This design comes from an exercise in tuning for small area, a short achievable clock period and few clock cycles per item on the open sky130 flow, not from production work. Function was checked by simulation only, so behaviour that the tests miss may differ from the original.

==> 07-28: inputs <==
// fc_layer_top
module fc_layer_top (
    input  wire logic              clk,
    input  wire logic              rstn,
    input  wire logic              in_valid,
    input  wire logic [WORD_W-1:0] in_data,
    output logic                   out_valid,
    output logic      [WORD_W-1:0] out_data
);
==> module fc_layer_top, before the edit <==
module fc_layer_top (
    input  wire logic              clk,
    input  wire logic              rstn,
    input  wire logic              in_valid,
    input  wire logic [WORD_W-1:0] in_data,
    output logic                   out_valid,
    output logic      [WORD_W-1:0] out_data
);
    localparam int SW = 19;
    function automatic logic [7:0] quant(input logic [SW-1:0] x);
        if ((x[SW-1:15] == '0) || (x[SW-1:15] == '1)) quant = x[15:8];
        else quant = x[SW-1] ? 8'h80 : 8'h7F;
    endfunction
    logic        vq;
    logic [31:0] dq;
    logic [3:0]  cnt;       
    logic [3:0]  nidx;      
    logic        ldq, wtq, finq;
    assign nidx = !vq ? cnt : (cnt == 4'd10) ? 4'd0 : cnt + 4'd1;
    always_ff @(posedge clk) dq <= in_valid ? in_data : '0;
    always_ff @(posedge clk or negedge rstn) begin
        if (!rstn) begin
            vq   <= 1'b0;
            cnt  <= '0;
            ldq  <= 1'b0;
            wtq  <= 1'b0;
            finq <= 1'b0;
        end else begin
            vq   <= in_valid;
            cnt  <= nidx;
            ldq  <= in_valid && (nidx < 4'd2);
            wtq  <= in_valid && (nidx >= 4'd2) && (nidx <= 4'd9);
            finq <= in_valid && (nidx == 4'd10);
        end
    end
    logic [31:0] fhi, fhi_d;
    logic [47:0] flo, flo_d;
    always_comb begin
        for (int b = 0; b < 4; b++) begin
            for (int i = 0; i < 4; i++) begin
                logic f2, f1, f0;
                f2 = fhi[8*b+2*i+1];
                f1 = fhi[8*b+2*i];
                f0 = (i == 0) ? 1'b0 : fhi[8*b+2*i-1];
                flo_d[12*b+3*i]   = f1 ^ f0;
                flo_d[12*b+3*i+1] = (f2 & !f1 & !f0) | (!f2 & f1 & f0);
                flo_d[12*b+3*i+2] = f2;
                fhi_d[8*b+2*i+1] = flo[12*b+3*i+2];
                fhi_d[8*b+2*i]   = flo[12*b+3*i] ^ ((i == 0) ? 1'b0 : flo[12*b+3*i-1]);
            end
        end
    end
    always_ff @(posedge clk) begin
        if (ldq || wtq) begin
            flo <= flo_d;
            fhi <= ldq ? dq : fhi_d;
        end
    end
    logic [SW-1:0] s_d, c_d, cs_s, cs_c;
    fc_dot4_cs u_dot (
        .bd (flo),
        .w  (dq),
        .s  (s_d),
        .c  (c_d)
    );
    always_ff @(posedge clk) begin
        cs_s <= s_d;
        cs_c <= c_d;
    end
    logic e_even, e_r0, e_r1, e_r2, e_a3;
    always_ff @(posedge clk or negedge rstn) begin
        if (!rstn) begin
            e_even <= 1'b0;
            e_r0   <= 1'b0;
            e_r1   <= 1'b0;
            e_r2   <= 1'b0;
            e_a3   <= 1'b0;
        end else begin
            e_even <= wtq && !cnt[0];
            e_r0   <= wtq && (cnt == 4'd3);
            e_r1   <= wtq && (cnt == 4'd5);
            e_r2   <= wtq && (cnt == 4'd7);
            e_a3   <= wtq && (cnt == 4'd9);
        end
    end
    logic [SW-1:0] acc, r0, r1, r2;
    logic [SW-1:0] sum;
    logic [7:0]    b3;
    logic [SW-1:0] r0b, r1b, r2b;
    assign b3  = finq ? dq[31:24] : 8'h00;
    fc_add4 u_sum (
        .x (e_even ? '0 : acc),
        .s (cs_s),
        .c (cs_c),
        .b ({{(SW-8){b3[7]}}, b3}),
        .y (sum)
    );
    assign r0b = r0 + {{(SW-8){dq[7]}},  dq[7:0]};
    assign r1b = r1 + {{(SW-8){dq[15]}}, dq[15:8]};
    assign r2b = r2 + {{(SW-8){dq[23]}}, dq[23:16]};
    always_ff @(posedge clk) begin
        if (e_even || e_a3 || finq) acc <= sum;
        if (e_r0 || finq) r0 <= e_r0 ? sum : r0b;
        if (e_r1 || finq) r1 <= e_r1 ? sum : r1b;
        if (e_r2 || finq) r2 <= e_r2 ? sum : r2b;
    end
    always_ff @(posedge clk or negedge rstn) begin
        if (!rstn) out_valid <= 1'b0;
        else       out_valid <= finq;
    end
    assign out_data = {quant(acc), quant(r2), quant(r1), quant(r0)};
endmodule
clock: 9.0 ns
lec_check: 0
cap_margin: 20
core_margin: 2
core_utilization: 55
cts_buf_list: sky130_fd_sc_hd__clkbuf_8
place_density: 0.6
setup_slack_margin: 5
slew_margin: 20
run.sh (not shown) runs the stock make flow with config.mk's settings and CLKGATE_MAP_FILE= SYNTH_SCRIPT=/design/flow/synth_recipe.tcl, a recipe that flattens the netlist after the stock synthesis.
==> inputs of 12-05, as changes to 07-28 <==
--- a/flow/design.v
+++ b/flow/design.v
@@ -1285,5 +1285,18 @@
     );
-    assign r0b = r0 + {{(SW-8){dq[7]}},  dq[7:0]};
-    assign r1b = r1 + {{(SW-8){dq[15]}}, dq[15:8]};
-    assign r2b = r2 + {{(SW-8){dq[23]}}, dq[23:16]};
+    function automatic logic [SW-1:0] add_bias(input logic [SW-1:0] r, input logic [7:0] b);
+        logic [8:0]    lo;
+        logic [SW-9:0] h, inc, dec;
+        lo = {1'b0, r[7:0]} + {1'b0, b};
+        h  = r[SW-1:8];
+        for (int i = 0; i < SW - 8; i++) begin
+            inc[i] = h[i] ^ ((i == 0) ? 1'b1 : ((h | ~((SW-8)'((1 << i) - 1))) == '1));
+            dec[i] = h[i] ^ ((i == 0) ? 1'b1 : ~|(h & ((1 << i) - 1)));
+        end
+        if (lo[8] && !b[7])      add_bias = {inc, r[7:0]};
+        else if (!lo[8] && b[7]) add_bias = {dec, r[7:0]};
+        else                     add_bias = r;
+    endfunction
+    assign r0b = add_bias(r0, dq[7:0]);
+    assign r1b = add_bias(r1, dq[15:8]);
+    assign r2b = add_bias(r2, dq[23:16]);
     always_ff @(posedge clk) begin
--- a/flow/config.mk
+++ b/flow/config.mk
@@ -9,5 +9,7 @@
 export CORE_MARGIN = 2
-export CORE_UTILIZATION = 55
-export CTS_BUF_LIST = sky130_fd_sc_hd__clkbuf_8
-export PLACE_DENSITY = 0.6
+export CORE_UTILIZATION = 65
+export CTS_BUF_LIST = sky130_fd_sc_hd__clkbuf_16
+export CTS_CLUSTER_DIAMETER = 100
+export CTS_CLUSTER_SIZE = 28
+export PLACE_DENSITY = 0.7
 export SETUP_SLACK_MARGIN = 5
==> summary of the runs <==
- In 07-28 the core utilization is lower than in 12-05, by 10 points.
- Synthesized area: 12-05 is smaller than 07-28 (4.8%).
- Between 07-28 and 12-05, the lower final area is in 12-05 (gap 6.9%, measured against 12-05).
- In 12-05 the hold slack is worse than in 07-28, by 0.0016 ns.
- In 12-05 the critical path depth is lower than in 07-28, by 2.
==> figures <==
| quantity | 12-05 | 07-28 |
|---|---|---|
| Result of the run | finished clean | finished clean |
| Sum of met3 wire segment lengths after detailed routing | 3710 um | 2270 um |
| Share of synthesized area spent on multiplexers | 0.0328 | 0.0244 |
| Fraction of layout cells with a size suffix above 1 | 0.116 | 0.111 |
| Gates resized, CTS repair | 53 | 59 |
| Pin slew with the least headroom to its limit | 1.05 ns | 0.990 ns |
| Vias/cell | 5.95 | 5.67 |
| Number of cells in the finished layout apart from fillers | 2251 | 2557 |
| Area post-placement | 19000 um^2 | 20100 um^2 |
| Sequential fraction of total cell area | 0.319 | 0.299 |
| WL/cell | 20.5 um | 20.1 um |
| Peak fanout along the critical path | 7 | 5 |
| Detailed-route via count | 13386 | 14501 |
Testbench counts of 07-28, summed over its fixed seeds: cycles 4,992, frames 384.
Testbench counts of 12-05, summed over its fixed seeds: cycles 4,992, frames 384.

==> re-timing with driven ports <==
The results above use ideal ports. As a check the final layouts listed here were re-extracted and re-timed, cells and wires unchanged. Step 1 (the two cells are an assumption about what drives the block):
set clk [get_ports {clk}]
set_driving_cell -lib_cell sky130_fd_sc_hd__clkbuf_16 $clk
set_driving_cell -lib_cell sky130_fd_sc_hd__buf_2 [delete_from_list [all_inputs] $clk]
Step 2 times the ports against the registers' clock, not the clock port: input delays grow and output delays shrink by t, the midpoint of the rising clock arrivals with the driver on. Slacks: ideal / step 1 / step 2; pairs: ideal / step 1.
run	t, ns	slack for setup (ns)	hold slack, ns
07-28	0.643	5.077 / 5.025 / 5.198	0.454 / 0.454 / 0.454
12-05	0.542	5.052 / 5.003 / 5.061	0.452 / 0.452 / 0.452
After both steps setup and hold are still met in every run listed.
